This design comes from an exercise in tuning for small area, a short achievable clock period and few clock cycles on the open sky130 flow, not from production work. The RTL was checked by simulation tests, not by an equivalence proof against the original design. Power is estimated from default activity; no workload was simulated.

## wip/quartz
Design clock_synth_register_planner_top, start of the top module:
module clock_synth_register_planner_top (
	input  logic                        clk,
	input  logic                        arst_n,
	input  logic                        req_valid,
	output logic                        req_ready,
	input  logic [csrp_pkg::CLK_W-1:0]  req_clock_index,
	input  logic [csrp_pkg::FREQ_W-1:0] req_out_frequency,
	output logic                        wr_valid,
	input  logic                        wr_ready,
	output logic [7:0]                  wr_reg_address,
	output logic [7:0]                  wr_reg_value,
	output logic                        wr_final_write,
	input  logic                        xtal_we,
	input  logic [csrp_pkg::XTAL_W-1:0] xtal_data
);
	logic [XTAL_W-1:0] xtal_q;
	logic [XTAL_W-1:0] xtal_cl;
	logic [XTAL_W-1:0] xtal_n;
	logic              plan_valid;
	logic              plan_ready;
	logic [25:0]       plan_r;
	logic [12:0]       plan_s;
	logic [9:0]        plan_m;
	logic [1:0]        plan_c;
	always_comb begin
		xtal_cl = xtal_q;
		if (xtal_q < XTAL_MIN) xtal_cl = XTAL_MIN;
		if (xtal_q > XTAL_MAX) xtal_cl = XTAL_MAX;
	end
	always_ff @(posedge clk or negedge arst_n) begin
		if (!arst_n) begin
			xtal_q <= XTAL_RESET;
		end else if (xtal_we) begin
			xtal_q <= xtal_data;
		end
	end
	always_ff @(posedge clk) begin
		xtal_n <= ~xtal_cl;
	end
	csrp_divpipe u_divpipe (
		.clk       (clk),
		.arst_n    (arst_n),
		.in_valid  (req_valid),
		.in_ready  (req_ready),
		.in_clk    (req_clock_index),
		.in_f      (req_out_frequency),
		.xtn       (xtal_n),
		.out_valid (plan_valid),
		.out_ready (plan_ready),
		.out_r     (plan_r),
		.out_s     (plan_s),
		.out_m     (plan_m),
		.out_c     (plan_c)
	);
	csrp_serializer u_serializer (
		.clk            (clk),
		.arst_n         (arst_n),
		.in_valid       (plan_valid),
		.in_ready       (plan_ready),
		.xtn            (xtal_n),
		.in_r           (plan_r),
		.in_s           (plan_s),
		.in_m           (plan_m),
		.in_c           (plan_c),
		.wr_valid       (wr_valid),
		.wr_ready       (wr_ready),
		.wr_reg_address (wr_reg_address),
  ...
For scale: about 290 flip-flops, roughly 80 I/O pins.
export LEC_CHECK = 0
export CAP_MARGIN = 20
export CORE_MARGIN = 2
export CORE_UTILIZATION = 60
export CTS_CLUSTER_DIAMETER = 100
export CTS_CLUSTER_SIZE = 26
export PLACE_DENSITY = 0.72
export SETUP_SLACK_MARGIN = 4.0
export SLEW_MARGIN = 20
create_clock -name core_clock -period 7.0 [get_ports {clk}]
standard.sh (not shown) runs the stock make flow with config.mk's settings and CLKGATE_MAP_FILE= SYNTH_SCRIPT=/design/flow/synth_recipe.tcl, a recipe that flattens the netlist after the stock synthesis.
==> flow/flow/run.sh <==
#!/bin/bash
# The standard layout, with the port buffers placed as buf_2 cells (the
# default pick is the larger, slower clkdlybuf4s50_1). Each tool's output
# goes to standard.log in the run folder (ORFS keeps per-step logs too).
set -euo pipefail
export BUFFER_PORTS_ARGS="-buffer_cell sky130_fd_sc_hd__buf_2"
bash standard.sh > standard.log 2>&1
Testbench counts of wip/quartz, summed over its fixed seeds: cycles 8,984.
Input changes introduced in wip/harbor (baseline for comparison: wip/quartz):
# wip/quartz
export LEC_CHECK = 0
export CAP_MARGIN = 20
export CORE_MARGIN = 2
export CORE_UTILIZATION = 60
export CTS_CLUSTER_DIAMETER = 100
export CTS_CLUSTER_SIZE = 26
export PLACE_DENSITY = 0.72
export SETUP_SLACK_MARGIN = 4.0
export SLEW_MARGIN = 20
create_clock -name core_clock -period 7.0 [get_ports {clk}]
# wip/harbor
export LEC_CHECK = 0
export CAP_MARGIN = 20
export CORE_MARGIN = 2
export CORE_UTILIZATION = 60
export CTS_CLUSTER_DIAMETER = 90
export CTS_CLUSTER_SIZE = 22
export PLACE_DENSITY = 0.72
export SETUP_SLACK_MARGIN = 4.0
export SLEW_MARGIN = 20
export TNS_END_PERCENT = 30
create_clock -name core_clock -period 7.0 [get_ports {clk}]
Results
- [wip/harbor] final worst slack fell 0.055 ns relative to wip/quartz
- Of wip/harbor and wip/quartz, the run reporting the lower part of the total power dissipated in the clock network was wip/quartz.
- wip/harbor ended with more worst hold margin than wip/quartz.
- wip/harbor falls short of wip/quartz in final period demand of the worst path.
- wip/harbor vs. wip/quartz: global routing met2 resource utilization essentially unchanged, count of plain and timing-repair buffers in the layout decreased about 5%, via count of the first global-routing pass decreased 104.
- Worst-path maximum fanout: wip/harbor vs wip/quartz up 30
- The buffer share of cell area of wip/harbor falls short of that of wip/quartz by 0.30 points.
- Higher met3 routing resource usage after global routing among wip/harbor and wip/quartz: wip/quartz
- wip/harbor: clock power higher than wip/quartz
#### Input delta (wip/juniper over wip/harbor)
# wip/harbor
export LEC_CHECK = 0
export CAP_MARGIN = 20
export CORE_MARGIN = 2
export CORE_UTILIZATION = 60
export CTS_CLUSTER_DIAMETER = 90
export CTS_CLUSTER_SIZE = 22
export PLACE_DENSITY = 0.72
export SETUP_SLACK_MARGIN = 4.0
export SLEW_MARGIN = 20
export TNS_END_PERCENT = 30
create_clock -name core_clock -period 7.0 [get_ports {clk}]
# wip/juniper
export LEC_CHECK = 0
export CAP_MARGIN = 20
export CORE_MARGIN = 2
export CORE_UTILIZATION = 66
export CTS_CLUSTER_DIAMETER = 90
export CTS_CLUSTER_SIZE = 22
export PLACE_DENSITY = 0.78
export SETUP_SLACK_MARGIN = 4.0
export SLEW_MARGIN = 20
create_clock -name core_clock -period 7.0 [get_ports {clk}]
Notes after the runs:
Delta(worst setup slack, wip/juniper - wip/harbor) > 0
On fmax, the lower figure sits with wip/harbor, not wip/juniper.
Met3 usage: wip/juniper vs wip/harbor up 0.35 points
Going from wip/harbor to wip/juniper, switching power as a share of total power grows by 0.52 points.
### wip/juniper -> wip/maple
# wip/juniper
export LEC_CHECK = 0
export CAP_MARGIN = 20
export CORE_MARGIN = 2
export CORE_UTILIZATION = 66
export CTS_CLUSTER_DIAMETER = 90
export CTS_CLUSTER_SIZE = 22
export PLACE_DENSITY = 0.78
export SETUP_SLACK_MARGIN = 4.0
export SLEW_MARGIN = 20
create_clock -name core_clock -period 7.0 [get_ports {clk}]
# wip/maple
export LEC_CHECK = 0
export CAP_MARGIN = 20
export CORE_MARGIN = 2
export CORE_UTILIZATION = 60
export CTS_CLUSTER_DIAMETER = 90
export CTS_CLUSTER_SIZE = 22
export PLACE_DENSITY = 0.72
export SETUP_SLACK_MARGIN = 4.2
export SLEW_MARGIN = 20
create_clock -name core_clock -period 7.0 [get_ports {clk}]
### Flow results
- The final reports for wip/maple and wip/juniper show wire length of the first global-routing pass higher in the former.
- Side by side, worst setup slack turned out higher in wip/maple than in wip/juniper.
- Compared with wip/juniper, wip/maple ends up with more cell area.
- wip/maple against wip/juniper: number of rows created at floorplan rose by 2; flip-flop and latch share of the layout cell area fell by 3.2 points; cell count rose by 4.2%; number of cells after detailed placement rose by 0.62%.

[what the ideal ports hide]
In the flow no input, the clock included, has a driving cell. The finished layouts below were timed again as built, in two steps.
Step 1 (the two cells are an assumption about what drives the block):
set clk [get_ports {clk}]
set_driving_cell -lib_cell sky130_fd_sc_hd__clkbuf_16 $clk
set_driving_cell -lib_cell sky130_fd_sc_hd__buf_2 [delete_from_list [all_inputs] $clk]
Step 2 times the ports against the registers' clock, not the clock port: input delays grow and output delays shrink by t, the midpoint of the rising clock arrivals with the driver on.
a / b / c = ideal ports / drivers / drivers and shift; a / b = the first two.
run | t, ns | slack for setup (ns) | slew at the worst register clock pin (ns) | pins driven straight from the clock port
wip/quartz | 0.554 | 3.982 / 3.982 / 3.982 | 0.12 / 0.12 | 1
wip/harbor | 0.555 | 3.927 / 3.877 / 4.025 | 0.10 / 0.10 | 1
wip/juniper | 0.551 | 3.991 / 3.991 / 3.991 | 0.10 / 0.10 | 1
wip/maple | 0.552 | 4.010 / 4.010 / 4.010 | 0.10 / 0.10 | 1
After both steps every run listed still meets setup and hold.
